This is an optimization exercise on Yosys and OpenROAD, whose aim is small area, not a production implementation. The RTL was checked by simulation tests, not by an equivalence proof against the original design. No activity file was given, so power comes from the tool's default toggle rates.

==> flow/design.v <==
`default_nettype none
package riscv_pkg;
    localparam int XLEN           = 32;
    localparam int REG_ADDR_WIDTH = 5;
    localparam int FUNCT3_WIDTH   = 3;
    typedef logic [XLEN-1:0]           word_t;      
    typedef logic [REG_ADDR_WIDTH-1:0] reg_addr_t;  
    typedef logic [FUNCT3_WIDTH-1:0]   funct3_t;    
    typedef enum logic [3:0] {
        ADD    = 4'd0,
        SUB    = 4'd1,
        SLL    = 4'd2,
        SLT    = 4'd3,
        SLTU   = 4'd4,
        XOR    = 4'd5,
        SRL    = 4'd6,
        SRA    = 4'd7,
        OR     = 4'd8,
        AND    = 4'd9,
        PASS_B = 4'd10   
    } alu_op_e;
    typedef enum logic [1:0] {
        FWD_NONE = 2'd0,  
        FWD_MEM  = 2'd1,  
        FWD_WB   = 2'd2   
    } forward_src_e;
    typedef enum logic [6:0] {
        OP_IMM    = 7'b0010011,
        OP_REG    = 7'b0110011,
        OP_LUI    = 7'b0110111,
        OP_AUIPC  = 7'b0010111,
        OP_BRANCH = 7'b1100011,
        OP_JAL    = 7'b1101111,
        OP_JALR   = 7'b1100111,
        OP_LOAD   = 7'b0000011,
        OP_STORE  = 7'b0100011
    } opcode_e;
    typedef enum logic [FUNCT3_WIDTH-1:0] {
        BEQ  = 3'b000,
        BNE  = 3'b001,
        BLT  = 3'b100,
        BGE  = 3'b101,
        BLTU = 3'b110,
        BGEU = 3'b111
    } funct3_branch_e;
    typedef struct packed {
        opcode_e opcode;
        alu_op_e alu_op;
        logic    alu_src;    
        logic    reg_write;
        logic    mem_read;
        logic    mem_write;
        logic    is_branch;
        logic    is_jump;    
        logic    is_jalr;
    } ctrl_t;
    typedef struct packed {
        word_t     pc;
        word_t     rs1_data;
        word_t     rs2_data;
        word_t     immediate;
        reg_addr_t rs1_addr;
        reg_addr_t rs2_addr;
        reg_addr_t rd_addr;
        funct3_t   funct3_for_branch;
        ctrl_t     ctrl;
        logic      valid_id_ex;
    } id_ex_reg_t;
    typedef struct packed {
        word_t     alu_result;    
        word_t     rs2_data_str;  
        reg_addr_t rd_addr;
        ctrl_t     ctrl;
        logic      valid_ex_mem;
    } ex_mem_reg_t;
endpackage
`default_nettype wire
`default_nettype none
module ex_pfx32
(
    input  logic [31:0] p,
    input  logic [31:0] g,
    output logic [31:0] co
);
    logic [31:0] G, P;
    integer l, j;
    always_comb begin
        G = g;
        P = p;
        for (l = 0; l < 5; l = l + 1)
            for (j = (2 << l) - 1; j < 32; j = j + (2 << l)) begin
                G[j] = G[j] | (P[j] & G[j - (1 << l)]);
                P[j] = P[j] & P[j - (1 << l)];
            end
        for (l = 3; l >= 0; l = l - 1)
            for (j = 3 * (1 << l) - 1; j < 32; j = j + (2 << l)) begin
                G[j] = G[j] | (P[j] & G[j - (1 << l)]);
                P[j] = P[j] & P[j - (1 << l)];
            end
        co = G;
    end
endmodule
module ex_top
(
    input  logic         clk,
    input  logic         rst_n,
    input  logic [164:0] id_ex_in,
    input  logic [31:0]  wb_write_data,
    input  logic [4:0]   wb_rd_addr,
    input  logic         wb_reg_write,
    input  logic         stall,
    input  logic         flush,
    output logic         branch_taken,
    output logic [31:0]  branch_target,
    output logic [87:0]  ex_mem_out
);
    logic [31:0] pc, rs1d, rs2d, imm;
    logic [4:0]  a1, a2;
    logic [2:0]  f3;
    logic [6:0]  opc;
    logic [3:0]  aop;
    logic        alu_src, is_jump, is_jalr, valid;
    assign pc      = id_ex_in[164:133];
    assign rs1d    = id_ex_in[132:101];
    assign rs2d    = id_ex_in[100:69];
    assign imm     = id_ex_in[68:37];
    assign a1      = id_ex_in[36:32];
    assign a2      = id_ex_in[31:27];
    assign f3      = id_ex_in[21:19];
    assign opc     = id_ex_in[18:12];
    assign aop     = id_ex_in[11:8];
    assign alu_src = id_ex_in[7];
    assign is_jump = id_ex_in[2];
    assign is_jalr = id_ex_in[1];
    assign valid   = id_ex_in[0];
    logic [87:0] q, d;
    logic [31:0] q_alu;
    logic [4:0]  q_rd;
    assign q_alu = q[87:56];
    assign q_rd  = q[23:19];
    assign ex_mem_out = q;
    logic mem_ok, wb_ok, m1, w1, n1, m2, w2, n2;
    logic [31:0] rs1f, rs2f;
    assign mem_ok = q[0] & q[6] & (|q_rd);
    assign wb_ok  = wb_reg_write & (|wb_rd_addr);
    assign m1 = mem_ok & (q_rd == a1);
    assign w1 = ~m1 & wb_ok & (wb_rd_addr == a1);
    assign n1 = ~m1 & ~w1;
    assign m2 = mem_ok & (q_rd == a2);
    assign w2 = ~m2 & wb_ok & (wb_rd_addr == a2);
    assign n2 = ~m2 & ~w2;
    assign rs1f = ({32{m1}} & q_alu) | ({32{w1}} & wb_write_data) | ({32{n1}} & rs1d);
    assign rs2f = ({32{m2}} & q_alu) | ({32{w2}} & wb_write_data) | ({32{n2}} & rs2d);
    logic op_jalr, op_jal, op_br, op_auipc;
    assign op_jalr  = (opc == 7'b1100111);
    assign op_jal   = (opc == 7'b1101111);
    assign op_br    = (opc == 7'b1100011);
    assign op_auipc = (opc == 7'b0010111);
    logic [31:0] tx, tsum, tco;
    assign tx = op_jalr ? rs1f : pc;
    ex_pfx32 u_tpfx (.p(tx ^ imm), .g(tx & imm), .co(tco));
    assign tsum = (tx ^ imm) ^ {tco[30:0], 1'b0};
    assign branch_target = {tsum[31:1], tsum[0] & ~op_jalr};
    logic [31:0] cco;
    logic eq, ltu, lts, cond;
    ex_pfx32 u_cpfx (.p(~(rs1f ^ rs2f)), .g(rs1f & ~rs2f), .co(cco));
    assign eq   = &(~(rs1f ^ rs2f));
    assign ltu  = ~(cco[31] | eq);
    assign lts  = ltu ^ rs1f[31] ^ rs2f[31];
    always_comb begin
        case (f3)
            3'b000:  cond = eq;
            3'b001:  cond = ~eq;
            3'b100:  cond = lts;
            3'b101:  cond = ~lts;
            3'b110:  cond = ltu;
            3'b111:  cond = ~ltu;
            default: cond = 1'b0;
        endcase
    end
    assign branch_taken = valid & ((op_br & cond) | op_jal | op_jalr);
    logic jump, sub, a_pc;
    logic [31:0] a, b, bx, ap, ag, aco, sum;
    assign jump = is_jump | is_jalr;
    assign a_pc = op_auipc | jump;
    assign a  = a_pc ? pc : rs1f;
    assign b  = jump ? 32'd4 : (alu_src ? imm : rs2f);
    assign sub = ~jump & ((aop == 4'd1) | (aop == 4'd3) | (aop == 4'd4));
    assign bx = b ^ {32{sub}};
    assign ap = a ^ bx;
    assign ag = a & bx;
    ex_pfx32 u_apfx (.p(ap), .g({ag[31:1], ag[0] | (ap[0] & sub)}), .co(aco));
    assign sum = ap ^ {aco[30:0], sub};
    logic c_ltu, c_lt;
    assign c_ltu = ~aco[31];
    assign c_lt  = c_ltu ^ a[31] ^ b[31];
    logic is_sll;
    logic [31:0] sx, sr, sl;
    logic fill;
    assign is_sll = (aop == 4'd2);
    assign fill   = (aop == 4'd7) & a[31];
    always_comb begin
        for (int i = 0; i < 32; i++) sx[i] = is_sll ? a[31 - i] : a[i];
    end
    logic signed [32:0] srw;
    assign srw = $signed({fill, sx}) >>> b[4:0];
    assign sr  = srw[31:0];
    always_comb begin
        for (int i = 0; i < 32; i++) sl[i] = sr[31 - i];
    end
    logic [31:0] res, alu_out;
    always_comb begin
        case (aop)
            4'd0, 4'd1: res = sum;
            4'd2:       res = sl;
            4'd3:       res = {31'd0, c_lt};
            4'd4:       res = {31'd0, c_ltu};
            4'd5:       res = a ^ b;
            4'd6, 4'd7: res = sr;
            4'd8:       res = a | b;
            4'd9:       res = a & b;
            4'd10:      res = b;
            default:    res = 32'd0;
        endcase
    end
    assign alu_out = jump ? sum : res;
    assign d = {alu_out, rs2f, id_ex_in[26:22], id_ex_in[18:1], valid};
    always_ff @(posedge clk or negedge rst_n) begin
        if (!rst_n)      q <= '0;
        else if (flush)  q <= '0;
        else if (!stall) q <= d;
    end
endmodule
`default_nettype wire
==> flow/run.sh <==
#!/bin/bash
# synth_recipe.tcl (not shown) runs the flow's synth.tcl, then flattens the netlist and writes it again
# the make line also repeats each setting of config.mk as NAME=value (left out here)
make -C /OpenROAD-flow-scripts/flow DESIGN_CONFIG=/design/flow/config.mk WORK_HOME=/design/flow/orfs CLKGATE_MAP_FILE= SYNTH_SCRIPT=/design/flow/synth_recipe.tcl finish
==> flow/config.mk <==
export PLATFORM = sky130hd
export DESIGN_NAME = ex_top
export DESIGN_NICKNAME = ex_top
export VERILOG_FILES = /design/flow/design.v
export SDC_FILE = /design/flow/constraint.sdc
export NUM_CORES = 4
export LEC_CHECK = 0
export ABC_AREA = 1
export CAP_MARGIN = 20
export CORE_MARGIN = 2
export CORE_UTILIZATION = 40
export SLEW_MARGIN = 20
==> flow/constraint.sdc <==
create_clock -name core_clock -period 8.0 [get_ports {clk}]
set_input_delay 1.6000 -clock core_clock [delete_from_list [all_inputs] [get_ports {clk}]]
set_output_delay 1.6000 -clock core_clock [all_outputs]
set_load 0.01 [all_outputs]
==> flow_results.org, run 1 <==
** CTS
- TritonCTS built the clock tree.
- Clock sinks :: 88
- At the later pin of the worst-skew pair, clock insertion delay measures 380 ps.
- In this run, CTS created clock tree buffers numbering 9.
- Max clock buf depth :: 2
- Buffers inserted to repair hold after CTS numbered 0.
- The tree is rooted in a sky130_fd_sc_hd__clkbuf_16.
- Clock transition at the registers of the reported paths :: 70 ps
- Level count of the clock H-tree :: 3

** Setup path
- The critical path is of the input pin to primary output type.
- Crit path DAT :: 6230 ps
- Critical Path End Type :: primary output
- Of all nets on the critical path, the largest fanout is 5.
- Worst reg-to-reg path cell count :: 27
- Reg-to-reg slack, setup :: 2500 ps
- The worst setup path is launched from an input pin.
- Launching point of the worst reg2reg path :: q[19]
- STA puts the critical path data required time at 6400 ps.
- The endpoint identified for the worst register-to-register timing path is q[86].

** Hold path
- Destination of the worst hold path :: q[42]
- Along the worst hold path, the cell count comes to 2.
- The worst hold path belongs to the class flip-flop to flip-flop.
- Origin of the worst min-delay path :: q[42]

** Logic synthesis
- Yosys printed 2 warnings.
- The synthesized netlist occupies a cell area of 0.0154 mm^2.
- Syn Nets :: approximately 2900
- Number of flops mapped to enable cells by yosys :: 0
- Dividing the synthesized area by the synthesized cell count gives between 6 and 7 um^2.
- For this run, the leading register cell type out of synthesis is sky130_fd_sc_hd__dfrtp_1.
- Counting every instance in the synthesized netlist gives 2469.
- Count of cell types in the netlist :: 56
- Async set or reset register ratio after synthesis :: 100%
- Total of flip-flops plus latches after synthesis :: 88
- After synthesis, flip-flops and latches occupy 14.3% of the total area.

** Placement
- Final weighted congestion in routability-driven placement :: between 1 and 1.5
- Input and output buffers added on the ports amount to 327.
- The HPWL after detailed placement is roughly 61000 um.
- After detailed placement, the total cell area comes to 0.0198 mm^2.

** Layout
- In the layout the commonest cells are 741 x sky130_fd_sc_hd__nand2_1, 468 x sky130_fd_sc_hd__nand3_1, 308 x sky130_fd_sc_hd__clkdlybuf4s50_1, 268 x sky130_fd_sc_hd__inv_1, 155 x sky130_fd_sc_hd__ha_1.
- The largest registers in the layout are q (88).
- For this run, the post-layout net count is 3214.
- Relative to the synthesized area, the layout overhead comes to 31.6%.
- Register name with the most flops :: q
- The register with the most flip-flops in the layout has between 80 and 90 of them.
- Most common cell after layout, fill and taps aside :: sky130_fd_sc_hd__nand2_1
- Cells with a size suffix above 1 make up 10.2% of the layout.
- Final cell area excluding filler cells :: 0.0203 mm^2

** Global routing
- For met1 alone, demand over resource in global routing was a little under half.
- The via count of the first global-routing pass was between 15000 and 20000.
- Global routing consumed, on the met3 layer, 5.19% of the routing resources.
- Antenna violations before repair :: 3
- Across every metal layer, demand over resource in global routing totals 37.2%.
- In the global route stage, met2 resource usage came out at 64.0%.
- Entering global routing, the biggest net connects roughly 90 pins.
- Global routing's busiest layer :: met2
- The first global-routing pass estimated 114000 um of wire.
- Aggregate global routing overflow :: 0

** STA
- The clock period could shrink to 7830 ps.
- Final worst-path cycle share :: between 90% and 100%
- Worst slew pin tran :: approximately 1100 ps
- Tightest slew margin relative to the limit :: between 20% and 30%
- Count of final hold-check violations :: 0
- For this run, the top clock speed supported by timing is 0.128 GHz.
- Setup violations remaining at the end of the flow were counted as 0.
- Final number of max-transition violations :: 0
- Across the routed clock network, the largest skew measured is 10.6 ps.

** Floorplanning
- Once the floorplan was initialized, standard cells occupied 40.7% of the core.
- Row generation in the floorplan step produced 71 rows.
- The die is 200 um tall.
- The core region is 0.0378 mm^2.
- Die footprint :: 0.0401 mm^2
- Horizontal die dimension :: 200 um
- For this design the top-level I/O count stands at 328.

** Route
- After detailed routing, the total wire length is 76000 um.
- Detailed-route wire length per cell :: 22.8 um
- In the routed design, unresolved DRC markers number 0.
- Pre-Repair DR Iteration Count :: 5
- Number of DRC markers after the initial detailed-route iteration :: 1731
- The count of nets left with antenna violations once routing finished came out at 0.
- Using the TritonRoute via totals, the vias-per-cell ratio works out to 5.65.
- Vias post-DR :: 18900

** Power and ir drop
- Power per cell area :: 112 mW/mm^2
- IR analysis of the VDD net gives a maximum drop of 0.000110 V.
- Total power draw :: 0.00227 W
- Leakage :: 10.3 nW

** Status
- The run finished with no timing, DRC or antenna violations.

** Job
- Number of max-cap violations :: 0
[synthesized netlist by cell type (all sizes together), types with 37 or more instances]
master,instances,area [um^2]
a21oi,64,332
dfrtp,88,2200
buf,82,519
nor2,119,485
inv,282,1070
nand2,756,2880
xor2,42,368
o21ai,95,475
clkbuf,50,188
xnor2,37,324
nand3,505,2700
ha,155,1940
[layout make-up]
cell class	instances	area, um^2
fillers	3969	17500
diodes	3	7.51
well taps	511	639
clock inverters	5	63.8
inverters	283	1080
flip-flops and latches	88	2200
repair buffers	472	4370
clock buffers	11	253
multi-input cells	1966	11700
[per-stage QoR]
step                util [%]  instances  setup slack [ps]  TNS [ps]  hold slack (ps)
detailed placement      52.3       3316              -808     -4390              472
global placement        52.3       3316              -685     -3180              462
finish                  53.6       3339               166         0              491
floorplan                  -       2469               807         0              509
global route            53.6       3339             -15.8     -17.2              516
CTS                     53.3       3333             -2.03     -2.03              492
[where the power goes]
part	total, W	internal (W)	leakage (nW)	switching, W
combinational	0.00125	0.000530	8.99	0.000721
sequential	0.000535	0.000478	1.18	0.0000572
clock	0.000484	0.000262	0.152	0.000222
[cells by family after synthesis]
logic type / synth area share, %
AOI/OAI and AO/OA: 11.1
buffers and inverters: 11.5
and+or+nand+nor: 41.8
muxes: 0.0649
DFF: 14.3
adders and majority gates: 16.7
xor gates and xnor gates: 4.49
[how the worst max path moves through the flow]
stage	start	to	slack, ps	cells after the start
after floorplan	id_ex_in[33]	branch_target[31]	810	26
after global placement	id_ex_in[32]	branch_target[31]	-680	26
after detailed placement	id_ex_in[32]	branch_target[31]	-810	28
after CTS	id_ex_in[33]	branch_target[31]	-2	28
after global routing	wb_rd_addr[1]	branch_target[22]	-20	28
final	id_ex_in[32]	branch_target[31]	170	28
[what timing repair did]
| item | 4_1_cts | 5_1_grt |
|---|---|---|
| gates cloned | 0 | 0 |
| setup endpoints to repair | 11 | 14 |
| pin swaps | 9 | 13 |
| resized for setup | 35 | 31 |
| buffers inserted | 1 | 3 |
[worst max-delay path, cell delays in order]
cell                            delay (ps)
sky130_fd_sc_hd__dlygate4sd2_1         270
sky130_fd_sc_hd__xnor2_1               150
sky130_fd_sc_hd__nand2_1               110
sky130_fd_sc_hd__nor2_4                120
sky130_fd_sc_hd__nand3_4               130
sky130_fd_sc_hd__buf_4                 180
sky130_fd_sc_hd__nand3_1               110
sky130_fd_sc_hd__nand3_2               110
sky130_fd_sc_hd__nand2_1                60
sky130_fd_sc_hd__o21ai_0               100
sky130_fd_sc_hd__ha_1                  360
sky130_fd_sc_hd__nand2_1                80
sky130_fd_sc_hd__nand2_1                70
sky130_fd_sc_hd__a31oi_2                50
sky130_fd_sc_hd__inv_1                 100
sky130_fd_sc_hd__a221o_1               260
sky130_fd_sc_hd__a21oi_2               110
sky130_fd_sc_hd__nand3b_1              230
sky130_fd_sc_hd__o21ai_2               230
sky130_fd_sc_hd__a21oi_4               100
sky130_fd_sc_hd__o21ai_4               240
sky130_fd_sc_hd__inv_2                  70
sky130_fd_sc_hd__o21bai_2              170
sky130_fd_sc_hd__a21boi_2               90
sky130_fd_sc_hd__fa_1                  420
sky130_fd_sc_hd__xnor2_1               180
sky130_fd_sc_hd__xor2_1                320
sky130_fd_sc_hd__buf_2                 210
[metal layers]
layer	vias up	routed length, um
li1	8850	-
met1	8918	30200
met2	923	36400
met3	183	5400
met4	0	4040
met5	-	0
==> run 2: changes to the inputs <==
--- a/flow/design.v
+++ b/flow/design.v
@@ -133,7 +133,7 @@
     assign is_jump = id_ex_in[2];
     assign is_jalr = id_ex_in[1];
     assign valid   = id_ex_in[0];
-    logic [87:0] q, d;
+    logic [87:0] q;
     logic [31:0] q_alu;
     logic [4:0]  q_rd;
     assign q_alu = q[87:56];
@@ -179,11 +179,13 @@
         endcase
     end
     assign branch_taken = valid & ((op_br & cond) | op_jal | op_jalr);
-    logic jump, sub, a_pc;
+    logic jump, sub, a_pc, a_rs, pass_b;
     logic [31:0] a, b, bx, ap, ag, aco, sum;
-    assign jump = is_jump | is_jalr;
-    assign a_pc = op_auipc | jump;
-    assign a  = a_pc ? pc : rs1f;
+    assign jump   = is_jump | is_jalr;
+    assign pass_b = (aop == 4'd10);
+    assign a_pc   = jump | (op_auipc & ~pass_b);
+    assign a_rs   = ~jump & ~op_auipc & ~pass_b;
+    assign a  = ({32{a_pc}} & pc) | ({32{a_rs}} & rs1f);
     assign b  = jump ? 32'd4 : (alu_src ? imm : rs2f);
     assign sub = ~jump & ((aop == 4'd1) | (aop == 4'd3) | (aop == 4'd4));
     assign bx = b ^ {32{sub}};
@@ -195,40 +197,39 @@
     assign c_ltu = ~aco[31];
     assign c_lt  = c_ltu ^ a[31] ^ b[31];
     logic is_sll;
-    logic [31:0] sx, sr, sl;
+    logic [31:0] sx, sl;
+    logic [31:0] sh [0:5];
     logic fill;
     assign is_sll = (aop == 4'd2);
     assign fill   = (aop == 4'd7) & a[31];
     always_comb begin
         for (int i = 0; i < 32; i++) sx[i] = is_sll ? a[31 - i] : a[i];
-    end
-    logic signed [32:0] srw;
-    assign srw = $signed({fill, sx}) >>> b[4:0];
-    assign sr  = srw[31:0];
-    always_comb begin
-        for (int i = 0; i < 32; i++) sl[i] = sr[31 - i];
-    end
-    logic [31:0] res, alu_out;
-    always_comb begin
-        case (aop)
-            4'd0, 4'd1: res = sum;
-            4'd2:       res = sl;
-            4'd3:       res = {31'd0, c_lt};
-            4'd4:       res = {31'd0, c_ltu};
-            4'd5:       res = a ^ b;
-            4'd6, 4'd7: res = sr;
-            4'd8:       res = a | b;
-            4'd9:       res = a & b;
-            4'd10:      res = b;
-            default:    res = 32'd0;
-        endcase
-    end
-    assign alu_out = jump ? sum : res;
-    assign d = {alu_out, rs2f, id_ex_in[26:22], id_ex_in[18:1], valid};
+        sh[0] = sx;
+        for (int k = 0; k < 5; k++)
+            for (int i = 0; i < 32; i++)
+                sh[k+1][i] = b[k] ? ((i + (1 << k) < 32) ? sh[k][i + (1 << k)] : fill) : sh[k][i];
+        for (int i = 0; i < 32; i++) sl[i] = sh[5][31 - i];
+    end
+    logic load, hold;
+    assign load = ~flush & ~stall;
+    assign hold = ~flush & stall;
+    logic s_sum, s_sr, s_sl, s_p, s_g, s_lt, s_ltu;
+    assign s_sum = load & (jump | (aop == 4'd0) | (aop == 4'd1) | pass_b);
+    assign s_sl  = load & ~jump & is_sll;
+    assign s_sr  = load & ~jump & ((aop == 4'd6) | (aop == 4'd7));
+    assign s_p   = load & ~jump & ((aop == 4'd5) | (aop == 4'd8));
+    assign s_g   = load & ~jump & ((aop == 4'd9) | (aop == 4'd8));
+    assign s_lt  = load & ~jump & (aop == 4'd3);
+    assign s_ltu = load & ~jump & (aop == 4'd4);
+    logic [31:0] alu_d;
+    assign alu_d = ({32{s_sum}} & sum) | ({32{s_sr}} & sh[5]) | ({32{s_sl}} & sl)
+                 | ({32{s_p}} & ap) | ({32{s_g}} & ag) | ({32{hold}} & q_alu)
+                 | {31'd0, (s_lt & c_lt) | (s_ltu & c_ltu)};
+    logic [55:0] lo_d;
+    assign lo_d = {rs2f, id_ex_in[26:22], id_ex_in[18:1], valid};
     always_ff @(posedge clk or negedge rst_n) begin
-        if (!rst_n)      q <= '0;
-        else if (flush)  q <= '0;
-        else if (!stall) q <= d;
+        if (!rst_n) q <= '0;
+        else        q <= {alu_d, ({56{load}} & lo_d) | ({56{hold}} & q[55:0])};
     end
 endmodule
 `default_nettype wire
==> flow/flow/run.sh (new file) <==
#!/bin/bash
export BUFFER_PORTS_ARGS="-buffer_cell sky130_fd_sc_hd__buf_1"
bash standard.sh > standard.log 2>&1
==> flow/standard.sh (new file) <==
#!/bin/bash
# synth_recipe.tcl (not shown) runs the flow's synth.tcl, then flattens the netlist and writes it again
# the make line also repeats each setting of config.mk as NAME=value (left out here)
make -C /OpenROAD-flow-scripts/flow DESIGN_CONFIG=/design/flow/config.mk WORK_HOME=/design/flow/orfs CLKGATE_MAP_FILE= SYNTH_SCRIPT=/design/flow/synth_recipe.tcl "${@:-finish}"
removed: flow/run.sh
==> flow_results.org, run 2 <==
** Logic synthesis
- Among all cell types in the netlist, the one instantiated most often is sky130_fd_sc_hd__nand2_1.
- Counting every instance in the synthesized netlist gives 2181.
- Number of warning messages in the yosys log :: 3
- The top cell type by area accounts for between 15 and 20% of the synthesized area.
- In this run, synthesis produced a sequential element count of 88.
- In the post-synthesis netlist, the biggest area contributors are sky130_fd_sc_hd__nand3_1 20%, sky130_fd_sc_hd__dfrtp_1 17%, sky130_fd_sc_hd__nand2_1 15%.
- Counting instances in the post-synthesis netlist gives the leading cell types as 525 x sky130_fd_sc_hd__nand2_1, 523 x sky130_fd_sc_hd__nand3_1, 230 x sky130_fd_sc_hd__inv_1.
- Counting flops with an async set or reset pin after synthesis yields a share of 100%.
- Syn Nets :: roughly 2500
- After synthesis the cells add up to 0.0132 mm^2.
- A synthesized cell averages 6.07 um^2.
- Among all flip-flop cells after synthesis, the most frequent one is sky130_fd_sc_hd__dfrtp_1.
- The synthesized design contains 0 enable-type register cells.
- The biggest area contributor in the post-synthesis netlist is sky130_fd_sc_hd__nand3_1.
- Counting distinct cell types in the post-synthesis netlist gives 50.
- Sequential cells were found to cover between 10% and 20% of the synthesized design area.

** Status
- The flow ran to the end and the layout has no timing, DRC or antenna violations.

** STA
- Setup violations remaining at the end of the flow were counted as 0.
- Setup repair after global routing left no endpoint under its margin.
- Count of final hold-check violations :: 0
- In the post-route analysis, the smallest setup slack over all paths is approximately 370 ps.
- The count of final max-slew check failures was 0.
- Final worst hold slack :: 513 ps
- Clock tree skew after final layout :: around 32 ps
- Final worst path period need :: about 7600 ps
- In this run the tightest slew margin relative to its limit is 27.3%.
- Worst slew pin tran :: 1080 ps
- Final worst-path cycle share :: 95.4%
- Adding up every negative setup slack in the final design gives 0 ps.
- Timing would allow up to 0.131 GHz.

** Route
- The final route contains 17500 vias.
- After detailed routing, the average wire length per cell comes to 25.7 um.
- Routed wire length :: 74900 um
- Pre-Repair DR Iteration Count :: 6
- DR vias/cell :: 6.01
- Post-route DRC violation count :: 0
- Number of DRC markers after the initial detailed-route iteration :: 2287
- Final ANT Viol Nets :: 0

** Placement
- Post-Place Cells :: ~2900
- After legalization and detailed placement, the total HPWL measured between 60000 and 70000 um.
- Cell Area, Placed :: about 0.015 mm^2
- At the placement stage, the worst setup path has a slack of 286 ps.
- Port buffering added approximately 330 buffers.
- Final weighted congestion in routability-driven placement :: 1.06

** Floorplanning
- Measured along the x axis, the die boundary spans 186 um.
- Number of top-level design ports :: ~330
- Y dimension of the die :: ~190 um
- Floorplan Core Area :: 0.0325 mm^2
- Die footprint :: roughly 0.035 mm^2
- The initial utilization of the core area, before any placement, comes to 40.7%.
- Placement row count :: 66

** Job
- Number of max-cap violations :: 0

** Layout
- The post-route netlist has under 10% of its cells at a drive strength greater than 1.
- At the end of the flow, the number of nets in the layout was 2795.
- In the layout the commonest cells are 525 x sky130_fd_sc_hd__nand2_1, 522 x sky130_fd_sc_hd__nand3_1, 325 x sky130_fd_sc_hd__buf_1, 229 x sky130_fd_sc_hd__inv_1, 121 x sky130_fd_sc_hd__nor2_1.
- Largest registers ranked by flip-flop count :: q (88)
- Post-Layout Cell Count :: approximately 3000
- Area added between synthesis and finish :: 15.8%
- Most common cell after layout, fill and taps aside :: sky130_fd_sc_hd__nand2_1
- The register with the most flip-flops in the final layout is q.
- Counting the fill cells in the layout gives 3627.
- Max FFs per register :: 88
- With fillers left out, the area of the finished cells amounts to 0.0153 mm^2.

** Power and ir drop
- In this run the power density over the cells is 128 mW/mm^2.
- Across the VDD grid, the largest voltage drop is about 0.00012 V.
- In this run the static leakage power is 7.44 nW.

** CTS
- Post-CTS setup buffers :: 0
- TritonCTS built the clock tree.
- For the worst-skew pair, the clock arrives at the later sink with an insertion delay of around 420 ps.
- Clock sinks :: 88
- Max clock buf depth :: 2
- Clock transition at the registers of the reported paths :: 70 ps
- Level count of the clock H-tree :: 3
- Root buffer cell :: sky130_fd_sc_hd__clkbuf_16
- Post-CTS Hold Buffers :: 0
- Num CTS Buffers :: 9

** Setup path
- Critical Path End Type :: primary output
- Required arrival time at the worst endpoint :: between 6000 and 7000 ps
- The worst setup path is of the input pin to primary output kind.
- Data on the critical path arrives at its endpoint at 6030 ps.
- Kind of start point of the critical path :: input pin
- Of all nets on the critical path, the largest fanout is 6.

** Hold path
- The tightest min-delay check is of the flip-flop to flip-flop type.

** Global routing
- The initial antenna violation count came to 3.
- Maximum number of pins on one net before global-route repair :: 62
- Aggregate global routing overflow :: 0
- Global router's overall resource usage :: 42.6%
- The via count of the first global-routing pass was 15900.
- The first global-routing pass estimated 105000 um of wire.
## run 2: changes by cell type after synthesis, moves of 20 or more
cell,delta
sky130_fd_sc_hd__nand2_1,-217
sky130_fd_sc_hd__ha_1,-62
sky130_fd_sc_hd__nand3_1,+51
sky130_fd_sc_hd__inv_1,-40
sky130_fd_sc_hd__nand3_2,-29
sky130_fd_sc_hd__o21ai_0,+26
sky130_fd_sc_hd__a22o_1,-23
sky130_fd_sc_hd__o22ai_1,+23
sky130_fd_sc_hd__xor2_1,-20
## run 2: kinds of logic (layout without fill, tap and decap cells)
logic type               count (synthesis)  after routing  share of synthesized area [%]
adder cells (fa/ha/maj)                125            125                           13.6
multiplexers                             1              1                         0.0756
flip-flops                              88             88                           16.6
AND/OR/NAND/NOR                       1248           1248                           41.7
buffers and inverters                  364            651                           11.0
other                                    0              3                              0
XOR/XNOR                                42             42                           2.78
AO/OA/AOI/OAI                          313            313                           14.2
## run 2: cell type report
class                   instances  area [um^2]  share of cell area, %
multi-input cells            1729         9620                   62.8
flip-flops and latches         88         2200                   14.4
repair buffers                393         1740                   11.4
inverters                     242          908                   5.92
well taps                     442          553                   3.61
clock buffers                   9          225                   1.47
clock inverters                 7         72.6                  0.473
diodes                          3         7.51                 0.0489
## run 2: what timing repair did
action                                  in CTS  in global routing
endpoints found under the setup margin       0                  2
resized for setup                            0                  4
endpoints found under the hold margin        0                  0
## run 2: through the flow
step                      power [W]  util, %
final                       0.00197     47.1
after global routing        0.00207     47.1
after CTS                   0.00194     47.1
after detailed placement    0.00147     46.2
after global placement      0.00147     46.2
after floorplan             0.00107        -
## run 2: final timing paths
| kind | slack, ps | end | start | cells after the start |
|---|---|---|---|---|
| min | 510 | q[7] | q[7] | 2 |
| max in group asynchronous | 5640 | q[39] | rst_n | 2 |
| min in group asynchronous | 1140 | q[65] | rst_n | 1 |
| min reg2reg | 510 | q[7] | q[7] | 2 |
| max | 370 | branch_target[31] | wb_rd_addr[0] | 26 |
| max reg2reg | 1880 | q[78] | q[21] | 23 |
## run 2: layer usage
metal | GRT usage [%] | up-vias | share of wire, %
met3 | 9.74 | 159 | 11
met5 | 0 | - | 0
met2 | 62.8 | 1052 | 42
met4 | 19.3 | 0 | 4.7
met1 | 58.9 | 8381 | 42
li1 | - | 7928 | -
## run 2: power by group
group          total, W  internal, W  switching (W)
Sequential     0.000534     0.000479      0.0000550
Clock          0.000465     0.000221       0.000244
Combinational  0.000967     0.000302       0.000665
## run 2: worst max-delay path, stage by stage
cell,delay (ps)
sky130_fd_sc_hd__buf_1,190
sky130_fd_sc_hd__nand2_1,70
sky130_fd_sc_hd__nand2_1,80
sky130_fd_sc_hd__nand2_1,60
sky130_fd_sc_hd__nor2_1,180
sky130_fd_sc_hd__nand3_2,170
sky130_fd_sc_hd__nand3_1,120
sky130_fd_sc_hd__nand3_1,160
sky130_fd_sc_hd__nand2_1,100
sky130_fd_sc_hd__nand2_1,60
sky130_fd_sc_hd__ha_1,190
sky130_fd_sc_hd__fa_1,430
sky130_fd_sc_hd__a31oi_1,240
sky130_fd_sc_hd__inv_1,100
sky130_fd_sc_hd__a221o_1,360
sky130_fd_sc_hd__a21oi_1,200
sky130_fd_sc_hd__o21ai_0,130
sky130_fd_sc_hd__a21oi_1,220
sky130_fd_sc_hd__o21ai_0,180
sky130_fd_sc_hd__nand2_1,90
sky130_fd_sc_hd__nand2_1,80
sky130_fd_sc_hd__a21boi_1,210
sky130_fd_sc_hd__fa_2,300
sky130_fd_sc_hd__xnor2_1,150
sky130_fd_sc_hd__xor2_1,170
sky130_fd_sc_hd__buf_1,200
==> run 3: changes to the inputs <==
==> flow/flow/run.sh (replaced) <==
#!/bin/bash
# The standard layout with two changes:
#  - synthesis maps the logic with ABC's area-oriented mapper (amap) instead of map;
#    everything else in synthesis (synth_recipe.tcl, ORFS synth.tcl) is unchanged
#  - the ports are buffered with buf_1 instead of the resizer's default buffer
set -euo pipefail
here=$(pwd)
sed "s#log_cmd abc {\*}\$abc_args#log_cmd abc {*}[lreplace \$abc_args 1 1 $here/flow/abc_area_amap.script]#" \
    "$FLOW_HOME/scripts/synth.tcl" > "$here/synth_amap.tcl"
grep -q abc_area_amap "$here/synth_amap.tcl"
sed "s#source \$::env(SCRIPTS_DIR)/synth.tcl#source $here/synth_amap.tcl#" synth_recipe.tcl > "$here/my_synth.tcl"
grep -q synth_amap "$here/my_synth.tcl"
export BUFFER_PORTS_ARGS="-buffer_cell sky130_fd_sc_hd__buf_1"
bash standard.sh SYNTH_SCRIPT="$here/my_synth.tcl" finish > standard.log 2>&1
==> flow/flow/abc_area_amap.script (new file) <==
strash
dch
amap
topo
stime -c
buffer -c
upsize -c
dnsize -c
==> flow_results.org, run 3 <==
** Status
- Status :: finished with violations
- Failing layout criteria :: setup timing

** Route
- DR vias/cell :: 6.04
- In this run the remaining antenna-violating nets after routing total 0.
- Pre-Repair DR Iteration Count :: 6
- Vias post-DR :: 15200
- In the routed design, unresolved DRC markers number 0.
- Detailed-route wire length per cell :: 23.9 um
- Routed wire length :: 60000 um
- In this run, the number of DRC markers left after iteration 0 of detailed routing was 1624.

** Setup path
- Crit path DAT :: between 7000 and 8000 ps
- Critical-path maximum fanout :: 4
- Launching point of the worst reg2reg path :: q[19]
- The largest individual stage delay along the critical path comes from the cell sky130_fd_sc_hd__or4_4.
- For the worst setup path, the data required time is 6400 ps.
- Start point of the critical path :: id_ex_in[34]
- In this design, the stage delay of the slowest critical-path cell is ~530 ps.
- Library cell appearing most often on the critical path :: sky130_fd_sc_hd__o21ai_2
- Kind of start point of the critical path :: input pin
- Kind of critical path :: input pin to primary output
- Critical Path End Type :: primary output

** Logic synthesis
- In the post-synthesis netlist, the cell with the most instances is sky130_fd_sc_hd__inv_1.
- Dominant cell type by area after synthesis :: sky130_fd_sc_hd__dfrtp_1
- Of all flip-flops after synthesis, the portion carrying an async set or reset was between 90% and 100%.
- Fraction of synthesized cell area taken by the top area cell type :: 19.1%
- Counting distinct cell types in the post-synthesis netlist gives between 50 and 60.
- Synthesis inferred 88 register bits.
- Yosys printed 3 warnings.
- In this run the cell area of the synthesized design comes to 0.0115 mm^2.
- By count the netlist is led by 239 x sky130_fd_sc_hd__inv_1, 152 x sky130_fd_sc_hd__nor2_1, 122 x sky130_fd_sc_hd__o21ai_0.
- Average size of a mapped cell :: 7.35 um^2
- For this run, the leading register cell type out of synthesis is sky130_fd_sc_hd__dfrtp_1.
- Yosys mapped a number of flops with a built-in enable equal to 0.
- Register area share after synthesis :: 19.1%
- Counting every instance in the synthesized netlist gives 1568.
- Counting every net in the synthesized netlist gives 1900.
- Ranked by total cell area, the synthesized netlist is headed by sky130_fd_sc_hd__dfrtp_1 19%, sky130_fd_sc_hd__ha_1 10%, sky130_fd_sc_hd__inv_1 7.8%.

** Layout
- Largest registers ranked by flip-flop count :: q (88)
- The top cell types in the final layout, fill and taps aside, are 306 x sky130_fd_sc_hd__buf_1, 306 x sky130_fd_sc_hd__buf_4, 222 x sky130_fd_sc_hd__inv_1, 140 x sky130_fd_sc_hd__nor2_1.
- Number of filler instances in the final layout :: 2843
- Relative to the synthesized area, the layout overhead comes to 43.9%.
- Max FFs per register :: 88
- Cells with a size suffix above 1 make up 24.8% of the layout.
- At the end of the flow, the number of nets in the layout was 2452.
- Register name with the most flops :: q
- Final Util :: 58.1%

** Hold path
- The worst hold path belongs to the class flip-flop to flip-flop.
- The startpoint identified for the worst hold timing path is q[8].

** Floorplanning
- The floorplan has 62 rows.
- Starting Density :: 40.4%
- Floorplan Core Area :: 0.0285 mm^2
- The die covers slightly above 0.03 mm^2.
- Horizontal die dimension :: 174 um
- Y dimension of the die :: ~170 um
- Number of top-level design ports :: 328

** STA
- The worst pin sits at a relative slew slack of 21.1%.
- The number of hold violations in the final report came to 0.
- Worst slew pin tran :: ~1200 ps
- Final number of max-transition violations :: 0
- Setup WS post-layout :: -774 ps
- Final setup violating endpoints :: 23
- For the finished layout, the period the worst path requires is 8770 ps.
- Clock tree skew after final layout :: about 18 ps
- The tightest hold path in the finished design has a slack of 480 ps.
- After layout, the worst path uses 110% of the clock period.
- Fmax achieved :: ~0.11 GHz
- RSZ-0062 raised after global routing :: true
- Setup Total Neg Slack :: -7310 ps

** CTS
- Num CTS Buffers :: 9
- Post-CTS Hold Buffers :: 0
- CTS saw 88 sinks.
- Insertion delay to the later sink of the worst-skew pair :: between 300 and 400 ps
- CTS tree :: done
- Max clock buf depth :: 2
- Root buffer cell :: sky130_fd_sc_hd__clkbuf_16
- Clock transition at the registers of the reported paths :: 70 ps
- The H-tree generated during clock tree synthesis spans 3 levels.

** Power and ir drop
- Across the VDD grid, the largest voltage drop is 0.000126 V.
- The design draws ~0.0021 W.
- Dividing total power by cell area gives a power density of roughly 130 mW/mm^2.
- For this design the static power due to leakage is 7.39 nW.

** Placement
- At the end of routability-driven placement, the weighted congestion stood at 0.982.
- Quantity of I/O buffers inserted on ports :: approximately 330
- Once detailed placement completed, the half-perimeter wirelength came to 47300 um.

** Global routing
- Across every metal layer, demand over resource in global routing totals 38.3%.
- Vias in the first global route :: 14100
- The initial antenna violation count came to 6.
- Aggregate global routing overflow :: 0
- The first global-routing pass estimated a little under 90000 um of wire.
- Entering global routing, the biggest net connects 85 pins.

** Job
- Max-cap violations in this run came to 0.
[run 3: critical path, delay by kind of cell]
| family | cells | cell delay [ps] |
|---|---|---|
| xor+xnor | 1 | 170 |
| fa+ha+maj | 2 | 690 |
| compound gates | 16 | 2510 |
| simple gates | 8 | 1280 |
| buf+inv | 8 | 880 |
[run 3: cell families after synthesis]
| family | Yosys count | synth area share [%] |
|---|---|---|
| fa+ha+maj | 125 | 15.7 |
| xor+xnor | 2 | 0.152 |
| compound gates | 656 | 40.1 |
| buf+inv | 359 | 11.8 |
| simple gates | 338 | 13.2 |
| flops | 88 | 19.1 |
[run 3: area by class of cell]
type | instances | area [um^2] | area share, %
well taps | 384 | 480 | 2.90
clock buffers | 10 | 239 | 1.44
inverters | 245 | 933 | 5.63
multi-input cells | 1121 | 8800 | 53.1
clock inverters | 6 | 42.5 | 0.257
repair buffers | 655 | 3860 | 23.3
diodes | 6 | 15.0 | 0.0906
flip-flops and latches | 88 | 2200 | 13.3
[run 3: stage by stage]
step	std cells	setup WS (ps)	instance area, um^2
detailed placement	2434	-1450	15000
finish	2515	-774	16600
floorplan	1568	-461	11700
CTS	2492	-695	16100
global route	2513	-1110	16600
global placement	2434	-1350	15000
[run 3: per-layer routing]
layer | track usage, % | part of all wire (%) | up-vias | wire length [um]
li1 | - | - | 6976 | -
met1 | 52.8 | 42 | 7267 | 25500
met3 | 7.24 | 9.1 | 120 | 5470
met2 | 59.1 | 45 | 827 | 26900
met4 | 14.9 | 3.5 | 4 | 2100
met5 | 0 | 0.038 | - | 23
[run 3: path summary, 6_finish.rpt]
path / end / slack (ps) / depth (start not counted)
max: branch_target[31] / -770 / 35
min: q[8] / 480 / 2
max reg2reg: q[82] / 530 / 37
min reg2reg: q[8] / 480 / 2
max in group asynchronous: q[57] / 5580 / 2
min in group asynchronous: q[36] / 1270 / 1
[run 3: timing repair]
| item | in CTS | in global routing |
|---|---|---|
| endpoints found under the setup margin | 31 | 35 |
| resized for setup | 117 | 93 |
| gates cloned | 0 | 1 |
| pin swaps | 60 | 74 |
| setup buffers | 45 | 22 |
[run 3: where the power goes]
part,internal (W),switching (W)
sequential,0.000479,0.0000593
combinational,0.000495,0.000643
clock,0.000221,0.000220
total,0.00120,0.000922
==> run 4: changes to the inputs <==
--- a/flow/flow/run.sh
+++ b/flow/flow/run.sh
@@ -1,6 +1,6 @@
 #!/bin/bash
 # The standard layout with two changes:
-#  - synthesis maps the logic with ABC's area-oriented mapper (amap) instead of map;
+#  - synthesis maps the logic with the ABC script in flow/abc_area_amap.script;
 #    everything else in synthesis (synth_recipe.tcl, ORFS synth.tcl) is unchanged
 #  - the ports are buffered with buf_1 instead of the resizer's default buffer
 set -euo pipefail
==> flow/flow/abc_area_amap.script (replaced) <==
strash
dch
map -D 2000
topo
stime -c
buffer -c
upsize -c
dnsize -c
==> flow_results.org, run 4 <==
** Status
- Status :: no timing/DRC/antenna violations

** Layout
- Net count of the finished layout :: 2494
- Relative to the synthesized area, the layout overhead comes to 20.3%.
- Post-Layout Cell Count :: 2571
- Largest registers ranked by flip-flop count :: q (88)
- The layout has about 3300 filler cells.
- The register with the most flip-flops in the final layout is q.
- Max FFs per register :: 88
- Most common cell after layout, fill and taps aside :: sky130_fd_sc_hd__nand2_1
- The post-route netlist has 11.6% of its cells at a drive strength greater than 1.
- Most used cells in the layout excluding fill and tap cells :: 361 x sky130_fd_sc_hd__nand2_1, 323 x sky130_fd_sc_hd__buf_1, 192 x sky130_fd_sc_hd__inv_1, 140 x sky130_fd_sc_hd__o21ai_0, 128 x sky130_fd_sc_hd__nor2_1

** Global routing
- Aggregate global routing overflow :: 0
- The initial antenna violation count was 1.
- Maximum number of pins on one net before global-route repair :: 64
- Global-route wire length before repair :: 88200 um
- For this run, the total global-route usage over all layers was measured as 35.4%.
- Vias in the first global route :: 14100

** STA
- Measured against its own limit, the worst slew margin works out to between 30% and 40%.
- Static timing analysis puts the maximum clock frequency at around 0.13 GHz.
- The number of hold violations in the final report came to 0.
- Setup Total Neg Slack :: 0 ps
- Final setup violating endpoints :: 0
- After layout, the worst path uses a little over nine tenths of the clock period.
- Setup repair after global routing could not meet its margin everywhere.
- For the pin with the worst max-slew slack, the measured transition is between 1000 and 1500 ps.
- Across the routed clock network, the largest skew measured is between 10 and 15 ps.
- Final worst path period need :: approximately 7700 ps
- Final number of max-transition violations :: 0

** Logic synthesis
- Top post-synthesis cells by area :: sky130_fd_sc_hd__dfrtp_1 17%, sky130_fd_sc_hd__nand2_1 11%, sky130_fd_sc_hd__ha_1 9.2%
- Most used flip-flop cell after synthesis :: sky130_fd_sc_hd__dfrtp_1
- Averaged over all synthesized cells, the footprint is 6.94 um^2.
- Ranked by instance count, the synthesized netlist is headed by 361 x sky130_fd_sc_hd__nand2_1, 193 x sky130_fd_sc_hd__inv_1, 141 x sky130_fd_sc_hd__o21ai_0.
- When the netlist entered floorplanning its net count stood at 2149.
- Number of cells produced by synthesis :: roughly 1800
- The synthesized design contains 0 enable-type register cells.
- The Yosys step of the flow raised 3 warnings.
- Count leader, synth :: sky130_fd_sc_hd__nand2_1
- Counting flops with an async set or reset pin after synthesis yields a share of 100%.
- Fraction of synthesized cell area taken by the top area cell type :: 17.5%
- Register area share after synthesis :: 17.5%
- The synthesized design spends more area on one cell type than any other, namely sky130_fd_sc_hd__dfrtp_1.
- The cell area that synthesis handed to floorplanning was 0.0126 mm^2.
- The number of different library cells used by synthesis comes to 63.
- Total of flip-flops plus latches after synthesis :: approximately 90

** Floorplanning
- The die is 182 um wide.
- Starting Density :: around two fifths
- Placement row count :: 65
- The die is roughly 180 um tall.
- Number of top-level design ports :: between 300 and 400
- Floorplan Core Area :: 0.0313 mm^2
- Die footprint :: around 0.033 mm^2

** Power and ir drop
- Of the total power, registers draw 27.3%.
- Per report_power, the clock group accounts for 23.1% of the total.
- Relative contribution of combinational cells to total power :: between 40% and 50%
- Leakage :: 6.70 nW
- Net switching is a little under half of the power.
- After layout, the design draws a total of between 0.0015 and 0.002 W.
- Internal power comes to ~0.0010 W.
- Power per cell area :: 127 mW/mm^2
- Summed over all nets, the switching power comes to 0.000889 W.
- Worst vdd ir :: 0.000114 V

** CTS
- The root buffer cell chosen for the clock tree is sky130_fd_sc_hd__clkbuf_16.
- Clock transition at the registers of the reported paths :: 60 ps
- CTS tree :: done
- Max clock buf depth :: 2
- The clock drives 88 sinks.
- Post-CTS setup buffers :: 0
- At the later pin of the worst-skew pair, clock insertion delay measures around 390 ps.
- Counting the buffers created by CTS gives 9.
- CTS built an H-tree with a depth of 3.

** Setup path
- Critical Path End Type :: primary output
- Start point of the critical path :: wb_rd_addr[0]
- CP Capture Point :: branch_target[31]
- In this run the critical register-to-register path is launched from q[22].
- In this run the register-to-register setup slack is about 1300 ps.
- The slowest stage of the critical path belongs to the cell sky130_fd_sc_hd__ha_1.
- The critical path in this run is classified as input pin to primary output.
- Worst reg-to-reg path cell count :: 34
- STA puts the critical path data required time at 6400 ps.
- Of all nets on the critical path, the largest fanout is 12.
- End of the worst register-to-register path :: q[87]
- At the worst endpoint, the arrival time is 6120 ps.
- The cell that appears most often on the critical path is sky130_fd_sc_hd__nor2_1.
- Kind of start point of the critical path :: input pin
- On the worst path, the slowest cell contributes a delay of 280 ps.

** Placement
- Post-Place Cells :: ~2600
- Post-detail-place hpwl :: 49300 um
- Quantity of I/O buffers inserted on ports :: 327
- Final weighted congestion in routability-driven placement :: 1.03

** Route
- Detailed-route wire length per cell :: approximately 23 um
- For this block, the via count after detailed routing is 14900.
- Final ANT Viol Nets :: 0
- The pre-antenna-repair detailed-routing pass consisted of 6 iterations.
- The detailed router finished its first iteration with 1604 violations.
- For this run, design rule violations remaining after detail routing come to 0.
- In the routed layout, each cell is associated on average with a via count of around 5.8.
- Wires add up to roughly 59000 um.

** Hold path
- Hold WC Path Type :: flip-flop to flip-flop

** Job
- Max-cap violations in this run came to 0.
## run 4: changes by cell type after synthesis, moves of 46 or more
| cell | change |
|---|---|
| sky130_fd_sc_hd__inv_1 | -46 |
| sky130_fd_sc_hd__nand2_1 | +269 |
| sky130_fd_sc_hd__a222oi_1 | -64 |
| sky130_fd_sc_hd__o21ai_1 | +55 |
| sky130_fd_sc_hd__o22ai_1 | -101 |
| sky130_fd_sc_hd__nand3_1 | +67 |
| sky130_fd_sc_hd__o22a_1 | -80 |
## run 4: kinds of logic (layout without fill, tap and decap cells)
group / count (synthesis) / after routing / share of synthesized area, %
other: 0 / 2 / 0
buffers and inverters: 310 / 660 / 9.79
muxes: 4 / 4 / 0.446
adders and majority gates: 125 / 125 / 14.3
DFF: 88 / 88 / 17.5
AOI/OAI and AO/OA: 588 / 588 / 31.8
xor gates and xnor gates: 73 / 73 / 5.07
and+or+nand+nor: 629 / 629 / 21.1
## run 4: worst max-delay path, delay by kind of cell
kind                       cells  cell delay, ps
AOI/OAI and AO/OA             11            1720
and+or+nand+nor               10            1170
buffers and inverters          5             630
adders and majority gates      2             550
xor gates and xnor gates       3             460
## run 4: cell type report
class / instances / area [um^2] / share of cell area (%)
timing repair buffer: 440 / 2140 / 14.1
clock inverter: 7 / 63.8 / 0.421
clock buffer: 9 / 225 / 1.48
inverter: 204 / 766 / 5.05
tap: 402 / 503 / 3.32
sequential: 88 / 2200 / 14.5
multi-input combinational: 1419 / 9260 / 61.0
antenna: 2 / 5.00 / 0.0330
## run 4: worst min path at each step
stage / from / endpoint / slack (ps) / depth (start not counted)
final: q[49] / q[49] / 490 / 2
after CTS: q[38] / q[38] / 490 / 2
after global placement: q[34] / q[34] / 460 / 2
after floorplan: q[10] / q[10] / 520 / 2
after global routing: q[45] / q[45] / 510 / 2
after detailed placement: q[36] / q[36] / 480 / 2
## run 4: power by group through the flow
stage	Clock (W)	Combinational (W)	Sequential [W]
finish	0.000445	0.000953	0.000526
global route	0.000468	0.00105	0.000528
CTS	0.000451	0.000933	0.000524
detailed placement	0	0.000928	0.000533
global placement	0	0.000921	0.000531
floorplan	0	0.000543	0.000531
## run 4: timing repair
| item | 4_1_cts | 5_1_grt |
|---|---|---|
| hold buffers | 0 | 0 |
| cloned | 0 | 0 |
| setup endpoints to repair | 1 | 10 |
| gates resized for setup | 3 | 16 |
| pin swaps | 0 | 4 |
## run 4: metal layers
metal,vias up,track usage [%],part of all wire [%]
met5,-,0,0
met4,0,10.3,2.6
li1,7053,-,-
met3,73,6.00,8.7
met2,697,53.5,43
met1,7119,51.6,45
## run 4: per-stage QoR
stage / hold slack [ps] / instance area, um^2 / util [%] / worst slack, ps
final: 486 / 15200 / 48.4 / 280
after global routing: 511 / 15200 / 48.4 / -80.1
after detailed placement: 476 / 14800 / 47.3 / -44.1
after CTS: 492 / 15100 / 48.2 / 13.3
after floorplan: 519 / 12600 / - / 391
after global placement: 464 / 14800 / 47.3 / 63.6
==> run 5: changes to the inputs <==
--- a/flow/design.v
+++ b/flow/design.v
@@ -100,6 +100,31 @@
         co = G;
     end
 endmodule
+module ex_skl32
+(
+    input  logic [31:0] p,
+    input  logic [31:0] g,
+    output logic [31:0] co
+);
+    logic [31:0] G, P, Gn, Pn;
+    integer l, j;
+    always_comb begin
+        G = g;
+        P = p;
+        for (l = 0; l < 5; l = l + 1) begin
+            Gn = G;
+            Pn = P;
+            for (j = 0; j < 32; j = j + 1)
+                if (j & (1 << l)) begin
+                    Gn[j] = G[j] | (P[j] & G[(j >> l << l) - 1]);
+                    Pn[j] = P[j] & P[(j >> l << l) - 1];
+                end
+            G = Gn;
+            P = Pn;
+        end
+        co = G;
+    end
+endmodule
 module ex_top
 (
     input  logic         clk,
@@ -158,7 +183,7 @@
     assign op_auipc = (opc == 7'b0010111);
     logic [31:0] tx, tsum, tco;
     assign tx = op_jalr ? rs1f : pc;
-    ex_pfx32 u_tpfx (.p(tx ^ imm), .g(tx & imm), .co(tco));
+    ex_skl32 u_tpfx (.p(tx ^ imm), .g(tx & imm), .co(tco));
     assign tsum = (tx ^ imm) ^ {tco[30:0], 1'b0};
     assign branch_target = {tsum[31:1], tsum[0] & ~op_jalr};
     logic [31:0] cco;
==> flow_results.org, run 5 <==
** Layout
- Max FFs per register :: 88
- At the end of the flow, the number of nets in the layout was 2441.
- Register name with the most flops :: q
- In the layout the commonest cells are 365 x sky130_fd_sc_hd__nand2_1, 319 x sky130_fd_sc_hd__buf_1, 169 x sky130_fd_sc_hd__inv_1, 147 x sky130_fd_sc_hd__nor2_1, 147 x sky130_fd_sc_hd__o21ai_0.
- Of the cells placed in the final design, the portion with a size suffix greater than 1 is 8.10%.
- Relative to the synthesized area, the layout overhead comes to 17.3%.
- Most common cell after layout, fill and taps aside :: sky130_fd_sc_hd__nand2_1
- Largest registers ranked by flip-flop count :: q (88)
- Number of filler instances in the final layout :: 3244
- Post-Layout Cell Count :: 2521
- Final Util :: 47.6%

** STA
- Count of final hold-check violations :: 0
- Setup WS post-layout :: around 310 ps
- Final worst path period need :: approximately 7700 ps
- Fmax achieved :: 0.130 GHz
- Final number of max-transition violations :: 0
- The final critical path takes up 96.2% of the cycle.
- Worst slew pin tran :: 1030 ps
- Setup repair after global routing left no endpoint under its margin.
- In this run the tightest slew margin relative to its limit is between 30 and 40%.
- Setup Total Neg Slack :: 0 ps
- Final setup violating endpoints :: 0
- The clock arrives with 11.8 ps of skew.

** Setup path
- Kind of critical path :: input pin to primary output
- Critical-path maximum fanout :: 9
- Kind of start point of the critical path :: input pin
- Largest incremental delay on the critical path :: between 600 and 700 ps
- STA puts the critical path data arrival time at 6090 ps.
- The worst setup path is captured at a primary output.
- Critical-path cell with the highest stage delay :: sky130_fd_sc_hd__a221oi_1
- List of cells traversed by the critical path :: buf_1 -> buf_4 -> xnor2_1 -> nand2_1 -> nor3_1 -> nand4_1 -> nor2_4 -> nor2_4 -> a221oi_1 -> ha_1 -> a21o_1 -> a221oi_1 -> o221ai_1 -> nand2_1 -> o2111ai_1 -> a31oi_1 -> nand2_1 -> xor2_1 -> o21ai_0 -> nand4_1 -> a211oi_1 -> buf_1
- By instance count, the cell type seen most on the critical path is sky130_fd_sc_hd__nand2_1.
- STA puts the critical path data required time at roughly 6400 ps.

** Logic synthesis
- The cell count after synthesis came out at 1822.
- Counting every net in the synthesized netlist gives 2144.
- Among all flip-flop cells after synthesis, the most frequent one is sky130_fd_sc_hd__dfrtp_1.
- In this run, synthesis produced a sequential element count of 88.
- Dividing the synthesized area by the synthesized cell count gives between 6 and 7 um^2.
- By instance count, the leading cell after synthesis is sky130_fd_sc_hd__nand2_1.
- Synthesis instantiated 61 different standard cells from the library.
- Yosys mapped a number of flops with a built-in enable equal to 0.
- Number of warning messages in the yosys log :: 4
- In this run the biggest area consumer among cell types represents 17.8% of the synthesized area.
- Summing every instance area after synthesis gives approximately 0.012 mm^2.
- Top post-synthesis cells by area :: sky130_fd_sc_hd__dfrtp_1 18%, sky130_fd_sc_hd__nand2_1 11%, sky130_fd_sc_hd__ha_1 9.5%
- After synthesis, flip-flops and latches occupy 17.8% of the total area.
- Top cell types by occurrence after synthesis :: 366 x sky130_fd_sc_hd__nand2_1, 170 x sky130_fd_sc_hd__inv_1, 152 x sky130_fd_sc_hd__nor2_1
- Counting flops with an async set or reset pin after synthesis yields a share of 100%.
- Dominant cell type by area after synthesis :: sky130_fd_sc_hd__dfrtp_1

** Status
- The flow ran to the end and the layout has no timing, DRC or antenna violations.

** Global routing
- Global router's overall resource usage :: 35.6%
- The first global-routing pass estimated 88100 um of wire.
- The initial antenna violation count was 1.
- The via count of the first global-routing pass is 13900.
- Entering global routing, the biggest net connects 60 pins.
- Aggregate global routing overflow :: 0

** Placement
- Timing analysis after detailed placement gives a worst setup slack of 33.8 ps.
- The congestion estimate from routability-driven global placement came to 1.03.
- Quantity of I/O buffers inserted on ports :: 327
- Post-Place Cells :: ~2500
- After legalization and detailed placement, the total HPWL measured 48200 um.

** Route
- Summed over all layers, the routed wires come to 59500 um.
- In the routed design, unresolved DRC markers number 0.
- Vias post-DR :: 15000
- In this run, the number of DRC markers left after iteration 0 of detailed routing was 1804.
- Final ANT Viol Nets :: 0
- Detailed-route wire length per cell :: 23.6 um
- Before antenna repair, the detailed router went through 6 iterations.
- DR vias/cell :: 5.95

** CTS
- Level count of the clock H-tree :: 3
- Num CTS Buffers :: 9
- Counting every sink on the clock net gives 88.
- Insertion delay to the later sink of the worst-skew pair :: 370 ps
- Max clock buf depth :: 2
- Clock tree synthesis selected as its root buffer the cell sky130_fd_sc_hd__clkbuf_16.
- Clock transition at the registers of the reported paths :: 60 ps
- CTS tree :: done

** Floorplanning
- approximately 330 I/O pins were placed.
- For this configuration, the core starts out at a cell density of 40.6%.
- Floorplan Core Area :: 0.0305 mm^2
- Die footprint :: approximately 0.032 mm^2
- After floorplanning, the core was divided into 64 placement rows.
- Horizontal die dimension :: 180 um
- Y dimension of the die :: 180 um

** Power and ir drop
- For this design the static power due to leakage is 6.37 nW.
- In this run the power density over the cells is 128 mW/mm^2.
- Total power draw :: 0.00186 W
- VDD sags by at most around 0.00011 V.

** Job
- Number of max-cap violations :: 0

** Hold path
- Hold WC Path Type :: flip-flop to flip-flop
run 5: power by group:
group / total (W) / internal, W / leakage, nW / switching [W]
sequential: 0.000523 / 0.000479 / 1.17 / 0.0000438
clock: 0.000412 / 0.000211 / 0.126 / 0.000201
combinational: 0.000921 / 0.000312 / 5.07 / 0.000609
run 5: timing repair:
item	4_1_cts	5_1_grt
resized for setup	0	27
setup endpoints to repair	0	21
hold buffers	0	0
endpoints found under the hold margin	0	0
buffers inserted	0	1
run 5: worst max-delay path, delay by kind of cell:
family	cells	cell delay, ps
AO/OA/AOI/OAI	8	2240
XOR/XNOR	2	300
AND/OR/NAND/NOR	8	1140
buffers and inverters	3	410
adder cells (fa/ha/maj)	1	380
run 5: worst paths after layout:
| path | from | endpoint | depth (start not counted) | slack [ps] |
|---|---|---|---|---|
| setup reg to reg | q[22] | q[87] | 34 | 1260 |
| hold reg to reg | q[37] | q[37] | 2 | 480 |
| max in group asynchronous | rst_n | q[78] | 2 | 5600 |
| min in group asynchronous | rst_n | q[19] | 1 | 1200 |
| setup / recovery | wb_rd_addr[1] | branch_taken | 22 | 310 |
| hold / removal | q[37] | q[37] | 2 | 480 |
run 5: logic make-up (layout without fill, tap and decap cells):
logic type | count (synthesis) | count (layout) | share of synthesized area (%)
flip-flops | 88 | 88 | 17.8
AND/OR/NAND/NOR | 652 | 652 | 22.0
adder cells (fa/ha/maj) | 115 | 115 | 12.9
AO/OA/AOI/OAI | 598 | 598 | 31.9
other | 0 | 1 | 0
buffers and inverters | 291 | 593 | 9.57
XOR/XNOR | 72 | 72 | 5.10
multiplexers | 6 | 6 | 0.687
run 5: stage by stage:
| stage | area [um^2] | hold WS, ps |
|---|---|---|
| 2_1_floorplan | 12400 | 519 |
| 3_3_place_gp | 14100 | 464 |
| 3_5_place_dp | 14100 | 471 |
| 4_1_cts | 14400 | 488 |
| 5_1_grt | 14500 | 502 |
| 6_report | 14500 | 484 |
run 5: area by class of cell:
cell class | count | area, um^2 | area share (%)
Multi-Input combinational cell | 1443 | 9110 | 62.8
Antenna cell | 1 | 2.50 | 0.0172
Timing Repair Buffer | 393 | 1750 | 12.0
Clock inverter | 5 | 33.8 | 0.233
Inverter | 184 | 691 | 4.76
Clock buffer | 11 | 233 | 1.60
Sequential cell | 88 | 2200 | 15.2
Tap cell | 396 | 495 | 3.41
run 5: routing by layer:
metal	wire, um	track usage (%)	vias to the layer above
li1	-	-	6977
met1	26400	50.9	7132
met2	25600	53.5	781
met3	5840	7.94	100
met4	1660	10.5	0
met5	0	0	-
==> run 6: changes to the inputs <==
--- a/flow/design.v
+++ b/flow/design.v
@@ -186,23 +186,16 @@
     ex_skl32 u_tpfx (.p(tx ^ imm), .g(tx & imm), .co(tco));
     assign tsum = (tx ^ imm) ^ {tco[30:0], 1'b0};
     assign branch_target = {tsum[31:1], tsum[0] & ~op_jalr};
-    logic [31:0] cco;
-    logic eq, ltu, lts, cond;
-    ex_pfx32 u_cpfx (.p(~(rs1f ^ rs2f)), .g(rs1f & ~rs2f), .co(cco));
-    assign eq   = &(~(rs1f ^ rs2f));
-    assign ltu  = ~(cco[31] | eq);
-    assign lts  = ltu ^ rs1f[31] ^ rs2f[31];
-    always_comb begin
-        case (f3)
-            3'b000:  cond = eq;
-            3'b001:  cond = ~eq;
-            3'b100:  cond = lts;
-            3'b101:  cond = ~lts;
-            3'b110:  cond = ltu;
-            3'b111:  cond = ~ltu;
-            default: cond = 1'b0;
-        endcase
-    end
+    logic [31:0] cx, cy, ceq, cco;
+    logic sgn, eq, lt, cond;
+    assign sgn = ~f3[1];
+    assign cx  = {rs1f[31] ^ sgn, rs1f[30:0]};
+    assign cy  = {rs2f[31] ^ sgn, rs2f[30:0]};
+    assign ceq = ~(cx ^ cy);
+    ex_pfx32 u_cpfx (.p(ceq), .g(~cx & cy), .co(cco));
+    assign eq   = &ceq;
+    assign lt   = cco[31];
+    assign cond = f3[2] ? (lt ^ f3[0]) : (~f3[1] & (eq ^ f3[0]));
     assign branch_taken = valid & ((op_br & cond) | op_jal | op_jalr);
     logic jump, sub, a_pc, a_rs, pass_b;
     logic [31:0] a, b, bx, ap, ag, aco, sum;
@@ -216,7 +209,7 @@
     assign bx = b ^ {32{sub}};
     assign ap = a ^ bx;
     assign ag = a & bx;
-    ex_pfx32 u_apfx (.p(ap), .g({ag[31:1], ag[0] | (ap[0] & sub)}), .co(aco));
+    ex_skl32 u_apfx (.p(ap), .g({ag[31:1], ag[0] | (ap[0] & sub)}), .co(aco));
     assign sum = ap ^ {aco[30:0], sub};
     logic c_ltu, c_lt;
     assign c_ltu = ~aco[31];
==> flow/flow/abc_area_amap.script (replaced) <==
strash
amap
topo
stime -c
buffer -c
upsize -c
dnsize -c
==> flow_results.org, run 6 <==
** Status
- Status :: no timing/DRC/antenna violations

** Setup path
- Reg-to-reg slack, setup :: ~1400 ps
- On the critical path, the stage with the largest delay is an instance of sky130_fd_sc_hd__or4_4.
- Along the worst path, the maximum fanout reaches 32.
- Largest incremental delay on the critical path :: ~550 ps
- The worst register-to-register path ends at q[69].
- The worst setup path is captured at a primary output.
- At the worst endpoint, the required time is 6400 ps.
- STA puts the critical path data arrival time at 6210 ps.
- Worst reg-to-reg path cell count :: 28
- List of cells traversed by the critical path :: buf_1 -> o22ai_1 -> or4_4 -> nor3_4 -> nor4_4 -> buf_4 -> buf_4 -> buf_8 -> a222oi_1 -> a22oi_1 -> ha_1 -> nand4_1 -> or3_1 -> or4_4 -> nor4_4 -> o21ai_0 -> o21ai_0 -> nand2b_1 -> nand3b_1 -> o41ai_1 -> nor2_1 -> nor2_1 -> clkbuf_2
- Worst path top cell family by delay :: simple AND/OR/NAND/NOR gates

** Floorplanning
- The region available for standard cell placement spans between 0.02 and 0.03 mm^2.
- Measured along the y axis, the die boundary spans between 150 and 200 um.
- The die covers 0.0314 mm^2.
- The floorplan has 63 rows.
- Horizontal die dimension :: about 180 um

** Route
- After detailed routing, the average wire length per cell comes to 24.6 um.
- Pre-Repair DR Iteration Count :: 11
- The routed design uses 25400 um of met2 wire.
- Post-route DRC violation count :: 0
- Routed length on met1 :: 25300 um
- Summing over every cut layer, the via total after detailed routing is roughly 15000.
- Met3 Routed Length :: 5930 um

** STA
- For the final database, setup skew stands at 19.0 ps.
- At the pin with the least slew margin, the transition time is 1100 ps.
- Setup WS post-layout :: 190 ps
- Final worst path period need :: 7810 ps
- Fmax achieved :: 0.128 GHz
- Final number of max-transition violations :: 0
- Setup violations remaining at the end of the flow were counted as 0.
- Final worst-path cycle share :: between 90% and 100%

** CTS
- Level count of the clock H-tree :: 3
- After clock tree synthesis, the clock-pin slew on the worst setup and hold paths is 70 ps.
- The later pin in the worst-skew pair is clocked with a latency of 360 ps.
- Max clock buf depth :: 2
- Clock tree synthesis selected as its root buffer the cell sky130_fd_sc_hd__clkbuf_16.
- CTS tree :: done

** Global routing
- Global-route wire length before repair :: 85500 um
- Antenna violations before repair :: 2
- Global router's overall resource usage :: between 30 and 40%
- Entering global routing, the biggest net connects 89 pins.
- Vias in the first global route :: 13800

** Logic synthesis
- Yosys printed 4 warnings.
- Synthesis produced a netlist with a net count of 1961.
- The most used flip-flop cell after synthesis is sky130_fd_sc_hd__dfrtp_1.
- Fraction of synthesized cell area taken by the top area cell type :: 18.4%
- The synthesized design spends more area on one cell type than any other, namely sky130_fd_sc_hd__dfrtp_1.
- Top post-synthesis cells by area :: sky130_fd_sc_hd__dfrtp_1 18%, sky130_fd_sc_hd__o22a_1 11%, sky130_fd_sc_hd__ha_1 9.8%
- Average size of a mapped cell :: 7.27 um^2
- Top cell types by occurrence after synthesis :: 287 x sky130_fd_sc_hd__inv_1, 152 x sky130_fd_sc_hd__o22a_1, 145 x sky130_fd_sc_hd__nor2_1
- Number of flops mapped to enable cells by yosys :: 0
- Count of cell types in the netlist :: 50

** Hold path
- The min-delay analysis places its worst path in the category flip-flop to flip-flop.
- In this run the most critical hold path is launched from q[18].
- Destination of the worst hold path :: q[18]

** Placement
- Detailed placement ended at an HPWL of 47300 um.
- Post-placement worst setup slack :: -213 ps
- At the end of routability-driven placement, the weighted congestion stood at 1.06.
- Quantity of I/O buffers inserted on ports :: 327

** Layout
- Sequential standard cell area :: 0.00220 mm^2
- Most used cells in the layout excluding fill and tap cells :: 323 x sky130_fd_sc_hd__buf_1, 287 x sky130_fd_sc_hd__inv_1, 152 x sky130_fd_sc_hd__o22a_1, 139 x sky130_fd_sc_hd__nor2_1, 135 x sky130_fd_sc_hd__buf_4
- Layout cell share with drive strength beyond 1 :: 10.4%
- In the final design database the tool counted ~2300 nets.
- Max FFs per register :: 88
- Relative to the synthesized area, the layout overhead comes to 23.4%.
- The multi-input combinational cells in the finished layout cover a total of between 0.008 and 0.009 mm^2.
- Post-Layout Cell Count :: 2409
- Most common cell after layout, fill and taps aside :: sky130_fd_sc_hd__buf_1

** Power and ir drop
- Power per cell area :: between 100 and 150 mW/mm^2
- The design draws 0.00203 W.
## run 6: cell types whose count changed after synthesis, sizes merged, moves of 96 or more
cell and change:
o21ai -116, o22a +152, o22ai +102, nand2 -309
a222oi +96, inv +116
## run 6: power by group
group | internal [W] | leakage (nW) | switching [W]
Sequential | 0.000479 | 1.17 | 0.0000467
Clock | 0.000252 | 0.149 | 0.000195
Combinational | 0.000397 | 5.10 | 0.000660
## run 6: layer usage
| layer | vias to the layer above | track usage [%] |
|---|---|---|
| li1 | 7053 | - |
| met1 | 7212 | 50.9 |
| met2 | 919 | 54.8 |
| met3 | 148 | 5.97 |
| met4 | 0 | 13.5 |
| met5 | - | 0 |
## run 6: cell type report
| type | count | share of cell area (%) |
|---|---|---|
| Clock inverter | 6 | 0.440 |
| Multi-Input combinational cell | 1146 | 56.6 |
| Clock buffer | 10 | 1.62 |
| Timing Repair Buffer | 464 | 15.4 |
| Tap cell | 390 | 3.30 |
| Inverter | 303 | 7.69 |
| Sequential cell | 88 | 14.9 |
| Antenna cell | 2 | 0.0338 |
## run 6: what timing repair did
action                                  in CTS  in global routing
endpoints found under the setup margin       1                 15
gates resized for setup                      1                 18
cloned                                       0                  1
pin swaps                                    0                 20
setup buffers                                0                 17
## run 6: worst max path at each step
stage                 start                end  slack (ps)  cells past startpoint
6_report       id_ex_in[30]       branch_taken         190                     23
3_3_place_gp   id_ex_in[30]       branch_taken        -120                     27
4_1_cts        id_ex_in[30]       branch_taken          10                     22
5_1_grt        id_ex_in[34]  branch_target[31]         -30                     26
2_1_floorplan  id_ex_in[35]  branch_target[21]         320                     17
3_5_place_dp   id_ex_in[30]       branch_taken        -210                     23
## run 6: cell families after synthesis
logic type / synth area share (%)
simple gates: 9.85
fa+ha+maj: 11.5
flops: 18.4
xor+xnor: 0.584
compound gates: 46.6
buf+inv: 13.1
## run 6: through the flow
stage,hold slack (ps),instance area [um^2],utilization (%)
2_1_floorplan,570,12000,-
3_5_place_dp,530,14300,48.2
4_1_cts,541,14600,49.3
3_3_place_gp,526,14300,48.2
6_report,537,14800,50.0
5_1_grt,559,14800,50.0
## run 6: tightest hold or removal path: stages, from the launching register on
cell and delay (ps):
sky130_fd_sc_hd__dfrtp_1 370, sky130_fd_sc_hd__inv_1 50, sky130_fd_sc_hd__o22ai_1 70
